What follows belongs to an exercise in optimizing a design on an open flow for small area, a short achievable clock period and few clock cycles; a production flow would make more cautious choices. No functional check of the RTL was part of any run shown here. Power and IR drop assume default switching activity.

[flow/design.v]
`timescale 1ns/1ps
module cnn_conv_top (
    input  logic        clk,
    input  logic        reset,
    input  logic        pix_valid,
    output logic        pix_ready,
    input  logic [7:0]  pix_byte,
    output logic        out_valid,
    input  logic        out_ready,
    output logic [15:0] out_data,
    output logic [2:0]  out_channel,
    output logic        out_last
);
    localparam int IMG   = 28;
    localparam int DEPTH = 2 * IMG + 3;
    logic [7:0]         in_byte;    
    logic               in_full;
    logic [DEPTH*8-1:0] sr;         
    logic [4:0]         row;        
    logic [4:0]         col;
    logic               busy;       
    logic [2:0]         cc;         
    logic               win_last;   
    logic               s1v;        
    logic               hold;       
    logic               hold_last;
    logic [2:0]         oc;         
    logic               ov;         
    logic take, push, issue, adv_out, s1_take, feed, is_win, full_nx, busy_nx;
    logic [7:0] q_new;
    assign q_new = 8'(({1'b0, in_byte} + 9'd1) >> 1);
    assign take    = pix_valid && pix_ready;
    assign adv_out = !ov || out_ready;
    assign issue   = adv_out && ((oc[2] && oc[1]) ? hold : s1v);
    assign s1_take = issue && !(oc[2] && oc[1]);
    assign feed    = busy && (!s1v || s1_take);
    assign push    = in_full && !busy;
    assign is_win  = (row >= 5'd2) && (col >= 5'd2);
    assign full_nx = take || (in_full && !push);
    assign busy_nx = push ? is_win : (busy && !(feed && cc == 3'd5));
    always_ff @(posedge clk) begin
        if (!in_full || push) in_byte <= pix_byte;
        if (push) sr <= {sr[(DEPTH-1)*8-1:0], q_new};
    end
    always_ff @(posedge clk) begin
        if (reset) begin
            in_full   <= 1'b0;
            pix_ready <= 1'b1;
            busy      <= 1'b0;
            cc        <= 3'd0;
            s1v       <= 1'b0;
            hold      <= 1'b0;
            oc        <= 3'd0;
            row       <= 5'd0;
            col       <= 5'd0;
        end else begin
            in_full   <= full_nx;
            busy      <= busy_nx;
            pix_ready <= !full_nx || !busy_nx;
            s1v       <= feed || (s1v && !s1_take);
            if (issue) oc <= oc + 3'd1;
            if (issue && oc == 3'd7) hold <= 1'b0;
            if (feed && cc == 3'd5)  hold <= 1'b1;
            if (push) begin
                cc <= 3'd0;
                if (col == 5'(IMG - 1)) begin
                    col <= 5'd0;
                    row <= (row == 5'(IMG - 1)) ? 5'd0 : row + 5'd1;
                end else begin
                    col <= col + 5'd1;
                end
            end else if (feed) begin
                cc <= cc + 3'd1;
            end
        end
    end
    always_ff @(posedge clk) begin
        if (push) win_last <= (row == 5'(IMG - 1)) && (col == 5'(IMG - 1));
        if (feed && cc == 3'd5) hold_last <= win_last;
    end
    logic [7:0] a, b, c, d, e, f, g, h, i;
    assign a = sr[58*8 +: 8];
    assign b = sr[57*8 +: 8];
    assign c = sr[56*8 +: 8];
    assign d = sr[30*8 +: 8];
    assign e = sr[29*8 +: 8];
    assign f = sr[28*8 +: 8];
    assign g = sr[2*8 +: 8];
    assign h = sr[1*8 +: 8];
    assign i = sr[0*8 +: 8];
    logic [8:0]         r1_sa, r1_sb, r1_sc, r1_sd;
    logic signed [8:0]  r1_p, r1_q, r1_u, r1_v;
    logic signed [11:0] r1_e12;     
    logic signed [8:0]  r1_em6;     
    logic [9:0]         r2_nac, r2_nbd;
    logic signed [10:0] r2_z, r2_uv;
    logic [10:0]        r3_n;
    logic signed [12:0] r4_y;
    logic signed [10:0] r4_v6;
    logic [14:0]        r5_v7;
    logic signed [13:0] n14, y14;
    logic signed [19:0] w7;
    assign n14 = $signed({3'd0, r3_n});
    assign y14 = 14'(r4_y);
    assign w7  = $signed({y14, 7'd50}) - 20'(y14 <<< 1) - 20'(y14);
    always_ff @(posedge clk) begin
        r1_sa  <= {1'b0, a} + {1'b0, i};
        r1_sb  <= {1'b0, b} + {1'b0, h};
        r1_sc  <= {1'b0, c} + {1'b0, g};
        r1_sd  <= {1'b0, d} + {1'b0, f};
        r1_p   <= $signed({1'b0, a}) - $signed({1'b0, i});
        r1_q   <= $signed({1'b0, g}) - $signed({1'b0, c});
        r1_u   <= $signed({1'b0, b}) - $signed({1'b0, h});
        r1_v   <= $signed({1'b0, d}) - $signed({1'b0, f});
        r1_e12 <= $signed({2'd0, e, 3'd0}) + $signed({3'd0, e, 2'd0}) - 12'sd12;
        r1_em6 <= 9'sd6 - $signed({1'b0, e});
        r2_nac <= {1'b0, r1_sa} + {1'b0, r1_sc};
        r2_nbd <= {1'b0, r1_sb} + {1'b0, r1_sd};
        r2_z   <= 11'((14'(r1_p) <<< 1) + 14'(r1_q));
        r2_uv  <= 11'(14'(r1_u) + 14'(r1_v));
        r3_n   <= {1'b0, r2_nac} + {1'b0, r2_nbd};
        r4_y   <= 13'((n14 <<< 1) + n14 + 14'(r1_em6));
    end
    always_ff @(posedge clk) begin
        if (!hold) begin
            r4_v6 <= 11'((14'(r1_e12) - n14) >>> 2);
            if (y14 < 14'sd0)          r5_v7 <= 15'd0;
            else if (y14 > 14'sd2096)  r5_v7 <= 15'd32767;
            else                       r5_v7 <= w7[17:3];
        end
    end
    logic signed [13:0] se, si, sp, sq, su, sv, ssb, ssd, sz, suv, oa, ob, oc_, ok;
    assign se  = $signed({6'd0, e});
    assign si  = $signed({6'd0, i});
    assign sp  = 14'(r1_p);
    assign sq  = 14'(r1_q);
    assign su  = 14'(r1_u);
    assign sv  = 14'(r1_v);
    assign ssb = $signed({5'd0, r1_sb});
    assign ssd = $signed({5'd0, r1_sd});
    assign sz  = 14'(r2_z);
    assign suv = 14'(r2_uv);
    always_comb begin
        case (cc)
            3'd0: begin oa = se <<< 3;        ob = -si;         oc_ = 14'sd0;    ok = 14'sd0;   end
            3'd1: begin oa = sq <<< 3;        ob = -(su <<< 3); oc_ = -(sp <<< 3); ok = 14'sd32;  end
            3'd2: begin oa = -(sp <<< 2);     ob = -(sq <<< 2); oc_ = -(sv <<< 3); ok = -14'sd64; end
            3'd3: begin oa = se <<< 5;        ob = -(ssb <<< 3); oc_ = -(ssd <<< 3); ok = 14'sd16; end
            3'd4: begin oa = n14;             ob = -(se <<< 1); oc_ = 14'sd0;    ok = -14'sd48; end
            default: begin oa = sz <<< 1;     ob = sz;          oc_ = suv <<< 1; ok = 14'sd80;  end
        endcase
    end
    logic [13:0] s1_s, s1_c, csa_s, csa_c, cs1_s, cs1_c;
    always_comb begin
        cs1_s = oa ^ ob ^ oc_;
        cs1_c = ((oa & ob) | (oa & oc_) | (ob & oc_)) << 1;
        csa_s = cs1_s ^ cs1_c ^ ok;
        csa_c = ((cs1_s & cs1_c) | (cs1_s & ok) | (cs1_c & ok)) << 1;
    end
    always_ff @(posedge clk) begin
        if (feed) begin
            s1_s <= csa_s;
            s1_c <= csa_c;
        end
    end
    logic signed [13:0] t1;
    logic [15:0]        res;
    assign t1 = $signed(s1_s + s1_c);
    always_comb begin
        if (oc == 3'd7)      res = {1'b0, r5_v7};
        else if (oc == 3'd6) res = r4_v6[10] ? 16'd0 : {6'd0, r4_v6[9:0]};
        else                 res = t1[13] ? 16'd0 : {6'd0, t1[12:3]};
    end
    always_ff @(posedge clk) begin
        if (reset) begin
            out_valid <= 1'b0;
            ov        <= 1'b0;
        end else if (adv_out) begin
            out_valid <= issue;
            ov        <= issue;
        end
    end
    always_ff @(posedge clk) begin
        if (adv_out) begin
            out_data    <= res;
            out_channel <= oc;
            out_last    <= (oc == 3'd7) && hold_last;
        end
    end
endmodule
[flow/flow/run.sh]
#!/bin/bash
set -o pipefail
cp standard.sh standard.sh.txt
export SETUP_SLACK_MARGIN=6.0
bash standard.sh > standard.log 2>&1
[flow/standard.sh]
#!/bin/bash
# synth_recipe.tcl (not shown) runs the flow's synth.tcl, then flattens the netlist and writes it again
# the make line also repeats each setting of config.mk as NAME=value (left out here)
make -C /OpenROAD-flow-scripts/flow DESIGN_CONFIG=/design/flow/config.mk WORK_HOME=/design/flow/orfs CLKGATE_MAP_FILE= SYNTH_SCRIPT=/design/flow/synth_recipe.tcl "${@:-finish}"
[flow/config.mk]
export PLATFORM = sky130hd
export DESIGN_NAME = cnn_conv_top
export DESIGN_NICKNAME = cnn_conv_top
export VERILOG_FILES = /design/flow/design.v
export SDC_FILE = /design/flow/constraint.sdc
export NUM_CORES = 4
export LEC_CHECK = 0
export CAP_MARGIN = 20
export CORE_MARGIN = 2
export CORE_UTILIZATION = 40
export SLEW_MARGIN = 20
[flow/constraint.sdc]
create_clock -name core_clock -period 9.0 [get_ports {clk}]
set_input_delay 1.8000 -clock core_clock [delete_from_list [all_inputs] [get_ports {clk}]]
set_output_delay 1.8000 -clock core_clock [all_outputs]
set_load 0.01 [all_outputs]
==> notes.md, run 1 <==
Setup crit start kind=register; mapped cell area=31200 sq um; multi-input logic area=10800 sq um; hold buffer count at CTS=0; total grt overflow=0; Ys Warns=1; sw frac=0.298; synthesized area per cell=13.8 sq um; die area=80200 sq um; Gate power share=0.239; Pins Over Slew Limit=0; Layout fillers=6844; Yosys reg bits=724; cell type with the largest total area after synthesis=edfxtp_1; Hold WS=0.411 ns; PwrDens=266 nW/um^2; core footprint=77300 sq um; run status=timing/DRC/antenna clean; part of the power in the clock network=0.329; Post-synth top flop=edfxtp_1; Max clock buf depth=3; library cells used by synthesis=72; setup_tns=0 ns; Starting Density=0.403; number of synthesized flops with an enable pin=551; Die Ht=about 280 microns; vias per cell=between 5 and 6; H-Tree Depth=3; CTS Root Cell=clkbuf_16; fraction of layout cells with a size suffix above 1=0.142; Crit Path Category=register to register; Final Wtd Congestion=0.947; first-pass GRT wire length=106000 microns; clk sink count=724; vias after detailed routing=17600; Die Span X=283 microns; Seq. cell area=20000 sq um; # nets final=2697; DRT iter0 DRCs=between 1000 and 1500; WL/cell=between 15 and 20 microns; Setup crit end kind=register; # Max-Cap Violations=0; final clock skew=0.0322 ns; DRT Pass-1 Iters=5; Synth area leaders=edfxtp_1, dfxtp_1, ha_1; Flop pwr share=0.432; largest net degree at the start of global routing=143; PortBufs=32; initial antenna violation count=2; number of cell rows=102; Pwr Total=around 9.7 mW; cell internal pwr=6.82 mW; vias in the first global route=about 18000; GRT Total Usage=0.172; period utilization=0.357; Placed Cells=between 3000 and 4000; Slew @ Worst Pin=1.01 ns; I/O pins=34; Routed Wire Length=between 60000 and 70000 microns; final core occ=0.472; DP Wirelength=47200 microns; Area Growth Syn to Fin=17.2%; Final setup viols=0; fmax=311 MHz; Worst-path clk slew=0.06 ns; Routed Antenna Nets=0; Hold Crit Class=register to register; Residual DRC=0; Syn Inst Count=2266; fraction of registers with async set/reset=0; Hold Fails Final Rpt=0; RSZ-0062 raised after global routing=yes; top-area cell type share of the netlist area=0.531; switching power=slightly below 3 mW; Slew headroom=0.327; CTS tree=built; n_diodes=0; Seq/Total Area, Yosys=0.642; Tmin final=between 3 and 4 ns; crit path DAT=3.61 ns; CP Data Required Time=9.40 ns; Leak=13.7 nW; Non-Filler Instances=3515; Max FO, Critical Path=2; IR drop worst, VDD=between 0.00015 and 0.0002 V; TritonCTS Buffers=77; Clock Latency Late Sink=roughly 0.64 ns
logic make-up (layout without fill, tap and decap cells):
family	count (synthesis)	after routing	synth area share
AO/OA/AOI/OAI	396	396	0.0833
multiplexers	6	6	0.00193
XOR/XNOR	176	176	0.0494
adder cells (fa/ha/maj)	271	271	0.122
flip-flops	724	724	0.642
AND/OR/NAND/NOR	445	445	0.0714
buffers and inverters	247	455	0.0299
other	1	2	0.000120
synth_stat cells, drive strengths merged, types with 4 or more instances:
master    n
nand4     5
dfxtp   173
a22oi    20
inv     218
nor4     17
a31oi    13
or4       6
xor2     46
and3     11
o211ai   10
o31a      9
or3      20
a222oi   13
o21a      6
and2     13
o31ai    14
o21bai   11
nand2b   27
a31o      4
mux2i     6
nor3     45
nand2    91
a311oi    5
clkbuf   25
nor3b     5
o21ai    91
xnor2   130
o311ai    4
or2      13
a21oi   104
nand3    32
edfxtp  551
o22ai     6
nor2    119
a211oi    5
o41ai     6
o311a     4
a21o     28
ha      216
fa       55
a21boi   16
nor2b    34
worst max-delay path, cell delays in order (launching register included):
cell and delay (ns):
edfxtp_1 0.39, or4_4 0.55, or3_4 0.39, a21oi_4 0.16, o211ai_1 0.15, o32ai_2 0.29, fa_1 0.49, fa_1 0.50
inv_1 0.04
area by class of cell:
cell class,count,share of cell area
Tap cell,1040,0.0356
Multi-Input combinational cell,1296,0.296
Sequential cell,724,0.549
Clock inverter,43,0.0132
Clock buffer,97,0.0579
Inverter,219,0.0236
Timing Repair inverter,2,0.000514
Timing Repair Buffer,94,0.0240
per-stage QoR:
stage                     area [sq um]  setup WS (ns)
after floorplan                  31200           5.97
after global placement           32800           5.27
after detailed placement         32800           5.25
after CTS                        36000           5.69
after global routing             36500           5.65
final                            36500           5.79
power groups by stage:
stage | logic (mW) | clock network (mW) | registers (mW)
global placement | 2.24 | 0 | 4.26
global route | 2.64 | 3.42 | 4.23
finish | 2.33 | 3.20 | 4.20
detailed placement | 2.29 | 0 | 4.26
floorplan | 1.75 | 0 | 4.14
CTS | 2.31 | 3.29 | 4.19
timing repair:
action	CTS	global route
pin swaps	14	38
resized for setup	170	111
setup endpoints to repair	233	118
setup buffers	29	17
gates cloned	7	1
sequential cells by signal, summed over array words and instances, names as in the netlist, 11 cells and up:
signal,cells
r5_v7,15
r3_n,11
out_data,15
r4_y,13
r4_v6,11
s1_s,12
s1_c,12
r2_z,11
sr,472
per-layer routing:
metal / vias to the layer above / global-route usage / wire length [microns] / part of all wire
met4: 0 / 0.0627 / 2380 / 0.034
met2: 359 / 0.275 / 32100 / 0.46
li1: 8475 / - / - / -
met1: 8656 / 0.237 / 32500 / 0.47
met5: - / 0 / 0 / 0
met3: 131 / 0.0266 / 2760 / 0.040
layout by cell type, fill, tap and decap left out, types with 41 or more instances in the layout:
cell,n
inv_1,198
fa_1,54
o21ai_0,77
ha_1,202
xnor2_1,123
nor3_1,41
nand2_1,89
edfxtp_1,551
dfxtp_1,154
buf_4,44
xor2_1,44
nor2_1,112
a21oi_1,97
clkbuf_16,79
path summary, 6_finish.rpt:
path	from	endpoint	slack [ns]	cells after the start
max	sr[3]$_DFFE_PP_	s1_s[10]$_DFFE_PP_	5.79	8
min	sr[319]$_DFFE_PP_	sr[327]$_DFFE_PP_	0.41	0
max reg2reg	sr[3]$_DFFE_PP_	s1_s[10]$_DFFE_PP_	5.79	8
min reg2reg	sr[319]$_DFFE_PP_	sr[327]$_DFFE_PP_	0.41	0
==> run 2, diff against run 1 <==
--- a/flow/design.v
+++ b/flow/design.v
@@ -142,12 +142,12 @@
     assign suv = 14'(r2_uv);
     always_comb begin
         case (cc)
-            3'd0: begin oa = se <<< 3;        ob = -si;         oc_ = 14'sd0;    ok = 14'sd0;   end
-            3'd1: begin oa = sq <<< 3;        ob = -(su <<< 3); oc_ = -(sp <<< 3); ok = 14'sd32;  end
-            3'd2: begin oa = -(sp <<< 2);     ob = -(sq <<< 2); oc_ = -(sv <<< 3); ok = -14'sd64; end
-            3'd3: begin oa = se <<< 5;        ob = -(ssb <<< 3); oc_ = -(ssd <<< 3); ok = 14'sd16; end
-            3'd4: begin oa = n14;             ob = -(se <<< 1); oc_ = 14'sd0;    ok = -14'sd48; end
-            default: begin oa = sz <<< 1;     ob = sz;          oc_ = suv <<< 1; ok = 14'sd80;  end
+            3'd0: begin oa = se <<< 3;     ob = ~si;          oc_ = 14'sd0;       ok = 14'sd1;   end
+            3'd1: begin oa = sq <<< 3;     ob = ~(su <<< 3);  oc_ = ~(sp <<< 3);  ok = 14'sd34;  end
+            3'd2: begin oa = ~(sp <<< 2);  ob = ~(sq <<< 2);  oc_ = ~(sv <<< 3);  ok = -14'sd61; end
+            3'd3: begin oa = se <<< 5;     ob = ~(ssb <<< 3); oc_ = ~(ssd <<< 3); ok = 14'sd18;  end
+            3'd4: begin oa = n14;          ob = ~(se <<< 1);  oc_ = 14'sd0;       ok = -14'sd47; end
+            default: begin oa = sz <<< 1;  ob = sz;           oc_ = suv <<< 1;    ok = 14'sd80;  end
         endcase
     end
     logic [13:0] s1_s, s1_c, csa_s, csa_c, cs1_s, cs1_c;
==> run 2 against run 1 <==
Compared with the run above: sequential cell count is 2 higher; sequential share of layout area is 3.4 points higher; clock-buffer cell count is 1 lower; critical path type unchanged; largest power group unchanged.
==> notes.md, run 2 <==
Setup crit start kind=register; total grt overflow=0 (unchanged); CP max stage delay=0.51 ns (-0.04 ns); first-pass GRT wire length=89000 microns (-16%); Largest Register=sr; CP Cell Sequence=inv_4 > ha_4 > or3_4 > buf_4 > a21o_4 > mux2i_1 > fa_1 > fa_1 > inv_1; library cells used by synthesis=73 (+1.4%); IR drop worst, VDD=0.000171 V (+1.7%); H-Tree Depth=3 (unchanged); final clock skew=0.0389 ns (+0.00674 ns); clk sink count=726 (+0.28%); I/O pins=34 (unchanged); vias in the first global route=16000 (-11%); R2R setup slack=6.02 ns (+0.23 ns); Synth top cells by count=edfxtp_1, inv_1, ha_1, dfxtp_1, a21oi_1; hold endpoint=sr[144]$_DFFE_PP_; CTS tree=built; CTS Root Cell=clkbuf_16; # Max-Cap Violations=0 (unchanged); vias per cell=4.92 (-1.8%); Yosys reg bits=726 (+0.28%); Max clock buf depth=3 (unchanged); most frequent cells in the layout=edfxtp_1, inv_1, ha_1; Most common cell on crit path=fa_1; Starting Density=0.403 (about the same); Die Span X=278 microns (-1.9%); CP Data Required Time=9.38 ns (-0.02 ns); WL/cell=17.9 microns (-9.6%); die area=77200 sq um (-3.8%); Hold Path Depth=0 (unchanged); number of synthesized flops with an enable pin=553 (+0.36%); Hold Crit Class=register to register; Top delay family on crit path=adder cells; crit path DAT=3.36 ns (-0.25 ns); top-count cell post-synth=edfxtp_1; CP max-delay cell=fa_1; Die Ht=278 microns (-1.9%); Ys Warns=1 (unchanged); DP Wirelength=39000 microns (-17%); period utilization=0.331 (-0.0259); Area Growth Syn to Fin=14.9%; cell type with the largest total area after synthesis=edfxtp_1; Worst-path clk slew=0.06 ns (about the same); TritonCTS Buffers=74 (-3.9%); synthesized area per cell=14.5 sq um (+5.5%); top-area cell type share of the netlist area=0.554 (+0.0232); Setup crit end kind=register; DRT iter0 DRCs=1087 (-17%); Max FO, Critical Path=12 (+10); Pins Over Slew Limit=0 (unchanged); n_diodes=0 (unchanged); Routed Antenna Nets=0 (unchanged); mapped cell area=30000 sq um (-3.8%); Slew @ Worst Pin=1.03 ns (+0.0244 ns); max FFs per register=472 (unchanged); # nets final=2462 (-8.7%); Design Area, Final=34400 sq um (-5.7%); fmax=336 MHz (+7.8%); Final Wtd Congestion=0.838 (-12%); PwrDens=274 nW/um^2 (+3.1%); Hold Fails Final Rpt=0 (unchanged); worst flop-to-flop path startpoint=cc[1]$_SDFFE_PP0P_; fraction of layout cells with a size suffix above 1=0.111 (-0.0311); fraction of registers with async set/reset=0 (unchanged); Hold WS=0.408 ns (-0.00279 ns); Clock Latency Late Sink=0.64 ns (about the same); Synth area leaders=edfxtp_1, dfxtp_1, ha_1; Syn Inst Count=2066 (-8.8%); registers with the most flip-flops=sr x472, out_data x15, r5_v7 x15; initial antenna violation count=1 (-1); commonest non-fill, non-tap cell in the layout=edfxtp_1; Slew headroom=0.312 (-0.0155); FF-to-FF End=s1_s[8]$_DFFE_PP_; Post-DP Area=31500 sq um (-4.1%); Worst Hold Launch=sr[136]$_DFFE_PP_; PortBufs=32 (unchanged); largest net degree at the start of global routing=165 (+15%); RSZ-0062 raised after global routing=yes; core footprint=74300 sq um (-3.9%); GRT Total Usage=0.148 (-0.0237); Tmin final=2.98 ns (-0.233 ns); run status=timing/DRC/antenna clean; DRT Pass-1 Iters=5 (unchanged); Bufs and invs on worst path=3 (+2); Residual DRC=0 (unchanged); worst r2r path cells=9 (+1); Leak=13.1 nW (-4.4%); Seq/Total Area, Yosys=0.669 (+0.0276); Crit Path Category=register to register; Routed Wire Length=57700 microns (-17%); Final setup viols=0 (unchanged); setup_tns=0 ns (unchanged); vias after detailed routing=15800 (-10%); Post-synth top flop=edfxtp_1; number of cell rows=100 (-2.0%)
-- run 2: changes by cell type in the layout (fill, tap and decap cells not counted), sizes merged, moves of 17 or more --
cell	delta
a21oi	+27
nand2	-29
nand2b	-17
nor2	-25
nor2b	-21
o21bai	+23
xnor2	-42
-- run 2: how the worst max path moves through the flow --
stage / start / to / depth (start not counted)
after floorplan: out_ready / pix_ready$_SDFF_PP1_ / 7
after global placement: cc[0]$_SDFFE_PP0P_ / s1_s[11]$_DFFE_PP_ / 10
after detailed placement: cc[0]$_SDFFE_PP0P_ / s1_s[11]$_DFFE_PP_ / 10
after CTS: cc[1]$_SDFFE_PP0P_ / s1_s[1]$_DFFE_PP_ / 8
after global routing: r4_y[0]$_DFF_P_ / r5_v7[14]$_SDFFCE_PP0N_ / 11
final: cc[1]$_SDFFE_PP0P_ / s1_s[8]$_DFFE_PP_ / 9
-- run 2: cell type report --
class / count / area [sq um]
sequential: 726 / 20100
tap: 969 / 1210
clock buffer: 96 / 1980
timing repair buffer: 75 / 628
inverter: 222 / 850
fill: 6583 / 39900
clock inverter: 41 / 415
multi-input combinational: 1089 / 9270
-- run 2: timing repair --
| item | 4_1_cts | 5_1_grt |
|---|---|---|
| hold buffers | 0 | 0 |
| setup buffers | 22 | 12 |
| gates resized for setup | 124 | 60 |
| gates cloned | 0 | 3 |
| endpoints found under the setup margin | 56 | 23 |
| pin swaps | 7 | 21 |
-- run 2: kinds of logic (layout without fill, tap and decap cells) --
family | after synthesis | in the layout | synth area share
AO/OA/AOI/OAI | 406 | 408 | 0.0891
XOR/XNOR | 136 | 136 | 0.0397
adder cells (fa/ha/maj) | 262 | 262 | 0.123
buffers and inverters | 253 | 434 | 0.0321
flip-flops | 726 | 726 | 0.669
multiplexers | 8 | 8 | 0.00313
other | 1 | 1 | 0.000125
AND/OR/NAND/NOR | 274 | 274 | 0.0432
-- run 2: power breakdown --
| part | switching [mW] | internal (mW) |
|---|---|---|
| Combinational | 1.30 | 0.971 |
| Clock | 1.30 | 1.70 |
| Sequential | 0.220 | 3.96 |
-- run 2: metal layers --
| metal | wire [microns] | track usage | vias to the layer above |
|---|---|---|---|
| li1 | - | - | 7685 |
| met1 | 27300 | 0.205 | 7735 |
| met2 | 26500 | 0.239 | 314 |
| met3 | 2380 | 0.0250 | 106 |
| met4 | 1500 | 0.0462 | 0 |
| met5 | 0 | 0 | - |
-- run 2: through the flow --
step	power, mW	setup WS [ns]	utilization	std cells
after floorplan	5.82	5.95	-	2066
after global placement	6.42	5.25	0.424	3044
after detailed placement	6.47	5.21	0.424	3044
after CTS	9.55	6.00	0.459	3203
after global routing	10.0	5.88	0.463	3218
final	9.45	6.02	0.463	3218
==> run 3, diff against run 2 <==
==> flow/flow/run.sh (replaced) <==
#!/bin/bash
set -o pipefail
cp standard.sh standard.sh.txt
export SETUP_SLACK_MARGIN=6.4
bash standard.sh > standard.log 2>&1
==> run 3 against run 2 <==
Compared with the run above: cell area is 3.4% higher; area after synthesis stayed put; worst hold slack worse by 0.0027 ns; die area stayed put; clock skew is 0.0044 ns lower; critical path type unchanged; critical endpoint is now s1_s[11]$_DFFE_PP_; largest power group unchanged.
==> notes.md, run 3 <==
Hold WS=0.405 ns (-0.00266 ns); Flop pwr share=0.416 (-0.027); IR drop worst, VDD=0.000167 V (-2.5%); Worst Hold Launch=sr[199]$_DFFE_PP_; Pins Over Slew Limit=0 (unchanged); Post-DP Area=31600 sq um (+0.46%); Die Span X=278 microns (unchanged); library cells used by synthesis=73 (unchanged); worst r2r path cells=9 (unchanged); crit path DAT=3.33 ns (-0.03 ns); GR Util met1=0.218 (+0.0132); DRT Pass-1 Iters=5 (unchanged); Routed Wire Length=61000 microns (+5.7%); Synth area leaders=edfxtp_1, dfxtp_1, ha_1; hold buffer count at CTS=0 (unchanged); WL/cell=18.7 microns (+4.4%); top-area cell type share of the netlist area=0.554 (unchanged); Yosys reg bits=726 (unchanged); simple-gate share of the synthesized area=0.0432 (unchanged); FF-to-FF End=s1_s[11]$_DFFE_PP_; initial antenna violation count=0 (-1); RSZ-0062 raised after global routing=yes; vias in the first global route=16600 (+3.6%); Slew @ Worst Pin=1.01 ns (-0.0238 ns); cell internal pwr=7.05 mW (+6.3%); Max clock buf depth=3 (unchanged); fraction of registers with async set/reset=0 (unchanged); number of synthesized flops with an enable pin=553 (unchanged); registers with the most flip-flops=sr x472, out_data x15, r5_v7 x15; core footprint=74300 sq um (unchanged); final clock skew=0.0345 ns (-0.00443 ns); Design Area, Final=35600 sq um (+3.4%); Layout fillers=6469 (-1.7%); synthesized area per cell=14.5 sq um (unchanged); I/O pins=34 (unchanged); compound-gate portion of the synthesized area=0.0891 (unchanged); Adder-Cell Fraction of Synth Area=0.123 (unchanged); top-count cell post-synth=edfxtp_1; Final setup viols=0 (unchanged); run status=timing/DRC/antenna clean; vias per cell=4.95 (+0.66%); Ys Warns=1 (unchanged); commonest non-fill, non-tap cell in the layout=edfxtp_1; most frequent cells in the layout=edfxtp_1, inv_1, ha_1; total grt overflow=0 (unchanged); Leak=13.5 nW (+3.0%); worst flop-to-flop path startpoint=cc[1]$_SDFFE_PP0P_; Syn Inst Count=2066 (unchanged); first-pass GRT wire length=94100 microns (+5.7%); Seq/Total Area, Yosys=0.669 (unchanged); post-synthesis xor/xnor area fraction=0.0397 (unchanged); # Max-Cap Violations=0 (unchanged); setup_tns=0 ns (unchanged); Post-synth top flop=edfxtp_1; Routed Antenna Nets=0 (unchanged); Slew headroom=0.327 (+0.0151); vias after detailed routing=16100 (+1.9%); cell type with the largest total area after synthesis=edfxtp_1; die area=77200 sq um (unchanged); fraction of layout cells with a size suffix above 1=0.178 (+0.0666); Placed Cells=3044 (unchanged); GRT Max-Usage Layer=met2; part of the power in the clock network=0.312 (-0.005); fmax=341 MHz (+1.6%); # nets final=2502 (+1.6%); Largest Register=sr; mapped cell area=30000 sq um (unchanged); M2 GR Usage=0.253 (+0.0144); Residual DRC=0 (unchanged); Worst-path clk slew=0.07 ns (about the same); Hold Path Depth=0 (unchanged); PortBufs=32 (unchanged); Crit Path Category=register to register; largest family of logic cells by synthesized area=adder cells; Gate power share=0.272 (+0.032); DRT iter0 DRCs=1034 (-4.9%); number of cell rows=100 (unchanged); period utilization=0.326 (-0.00508); Non-Filler Instances=3258 (+1.2%); max FFs per register=472 (unchanged); Setup crit end kind=register; Synth top cells by count=edfxtp_1, inv_1, ha_1, dfxtp_1, a21oi_1; Area Growth Syn to Fin=18.8%; hold endpoint=sr[207]$_DFFE_PP_; DP Wirelength=39600 microns (+1.4%); PwrDens=284 nW/um^2 (+3.4%); mux contribution to synthesized area=0.00313 (unchanged); n_diodes=0 (unchanged); Tmin final=2.93 ns (-0.0457 ns); H-Tree Depth=3 (unchanged); Starting Density=0.403 (unchanged); GRT Total Usage=0.157 (+0.00930); Hold Fails Final Rpt=0 (unchanged); TritonCTS Buffers=74 (unchanged); met3 Track Usage GR=0.0274 (+0.00236); R2R setup slack=6.07 ns (+0.05 ns); Final Wtd Congestion=0.833 (-0.54%); Setup crit start kind=register; CP Data Required Time=9.39 ns (about the same); CTS tree=built; switching power=3.06 mW (+8.4%); Clock Latency Late Sink=0.63 ns (about the same); sw frac=0.303 (+0.00419); Max FO, Critical Path=6 (-6); CTS Root Cell=clkbuf_16; largest net degree at the start of global routing=180 (+9.1%); Die Ht=278 microns (unchanged); clk sink count=726 (unchanged); Hold Crit Class=register to register
run 3: area by class of cell:
cell class                      instances  area, sq um  area share
Sequential cell                       726        20100       0.565
Multi-Input combinational cell       1091         9810       0.275
Clock buffer                           96         2050      0.0574
Tap cell                              969         1210      0.0340
Timing Repair Buffer                  113         1070      0.0300
Inverter                              222          851      0.0239
Clock inverter                         41          509      0.0143
run 3: cells by family after synthesis:
| kind of cell | count (synthesis) |
|---|---|
| adders and majority gates | 262 |
| buffers and inverters | 253 |
| muxes | 8 |
| and+or+nand+nor | 274 |
| DFF | 726 |
| AOI/OAI and AO/OA | 406 |
| other | 1 |
| xor gates and xnor gates | 136 |
run 3: power by group through the flow:
stage,clock [mW],combinational [mW],sequential (mW)
final,3.16,2.75,4.20
after global placement,0,2.19,4.26
after floorplan,0,1.72,4.14
after detailed placement,0,2.26,4.26
after CTS,3.25,2.54,4.20
after global routing,3.38,3.05,4.23
run 3: worst max-delay path by stage:
stage / start / endpoint / slack (ns) / cells after the start
after floorplan: out_ready / pix_ready$_SDFF_PP1_ / 6.06 / 7
after global placement: cc[1]$_SDFFE_PP0P_ / s1_s[8]$_DFFE_PP_ / 5.11 / 10
after detailed placement: cc[1]$_SDFFE_PP0P_ / s1_s[8]$_DFFE_PP_ / 5.06 / 10
after CTS: out_data[9]$_DFFE_PP_ / out_data[9] / 6.04 / 1
final: cc[1]$_SDFFE_PP0P_ / s1_s[11]$_DFFE_PP_ / 6.07 / 9
after global routing: r4_y[0]$_DFF_P_ / r5_v7[14]$_SDFFCE_PP0N_ / 5.97 / 11
run 3: routing by layer:
metal	wire, microns	share of wire	up-vias
met5	0	0	-
met2	28500	0.47	292
met3	2380	0.039	95
li1	-	-	7763
met4	1420	0.023	0
met1	28700	0.47	7992
run 3: what timing repair did:
action                                  CTS  global route
pin swaps                                60            58
endpoints found under the setup margin  206           166
gates cloned                              6             1
setup buffers                            52            18
gates resized for setup                 236            76
run 3: through the flow:
stage	setup WS, ns	total power [mW]	util
finish	6.07	10.1	0.479
global route	5.97	10.7	0.479
CTS	6.04	9.99	0.473
detailed placement	5.06	6.52	0.426
global placement	5.11	6.45	0.426
floorplan	6.06	5.86	-
run 3: critical path, cell delays in order (launching register included):
cell and delay [ns]:
dfxtp_4 0.39, inv_4 0.06, ha_4 0.20, or3_4 0.39, a21o_4 0.29, nor2_2 0.21
a21o_1 0.14, fa_2 0.45, fa_2 0.53, inv_1 0.04

re-timing with driven ports:
In the flow no input, the clock included, has a driving cell. The finished layouts below were timed again as built, in two steps.
Step 1 sets driving cells, clkbuf_16 on the clock port and buf_2 on the other inputs (assumed; they add their load-dependent delay and slew).
Step 2 times the ports against the registers' clock, not the clock port: input delays grow and output delays shrink by t, the midpoint of the rising clock arrivals with the driver on.
a / b / c = ideal ports / drivers / drivers and shift; a / b = the first two.
run	t (ns)	setup slack, ns	hold WS [ns]	clock arrival spread, ns	pins driven straight from the clock port
run 1	0.689	5.789 / 5.789 / 5.472	0.411 / 0.411 / 0.411	0.034 / 0.034	1
run 2	0.680	6.022 / 5.990 / 5.436	0.408 / 0.408 / 0.408	0.046 / 0.046	1
run 3	0.679	6.067 / 6.018 / 5.885	0.405 / 0.405 / 0.405	0.042 / 0.042	1
After both steps every run listed still meets setup and hold. The setup slack of run 2, which loses most, moves by -0.032 ns with the drivers and by -0.586 ns with both steps.
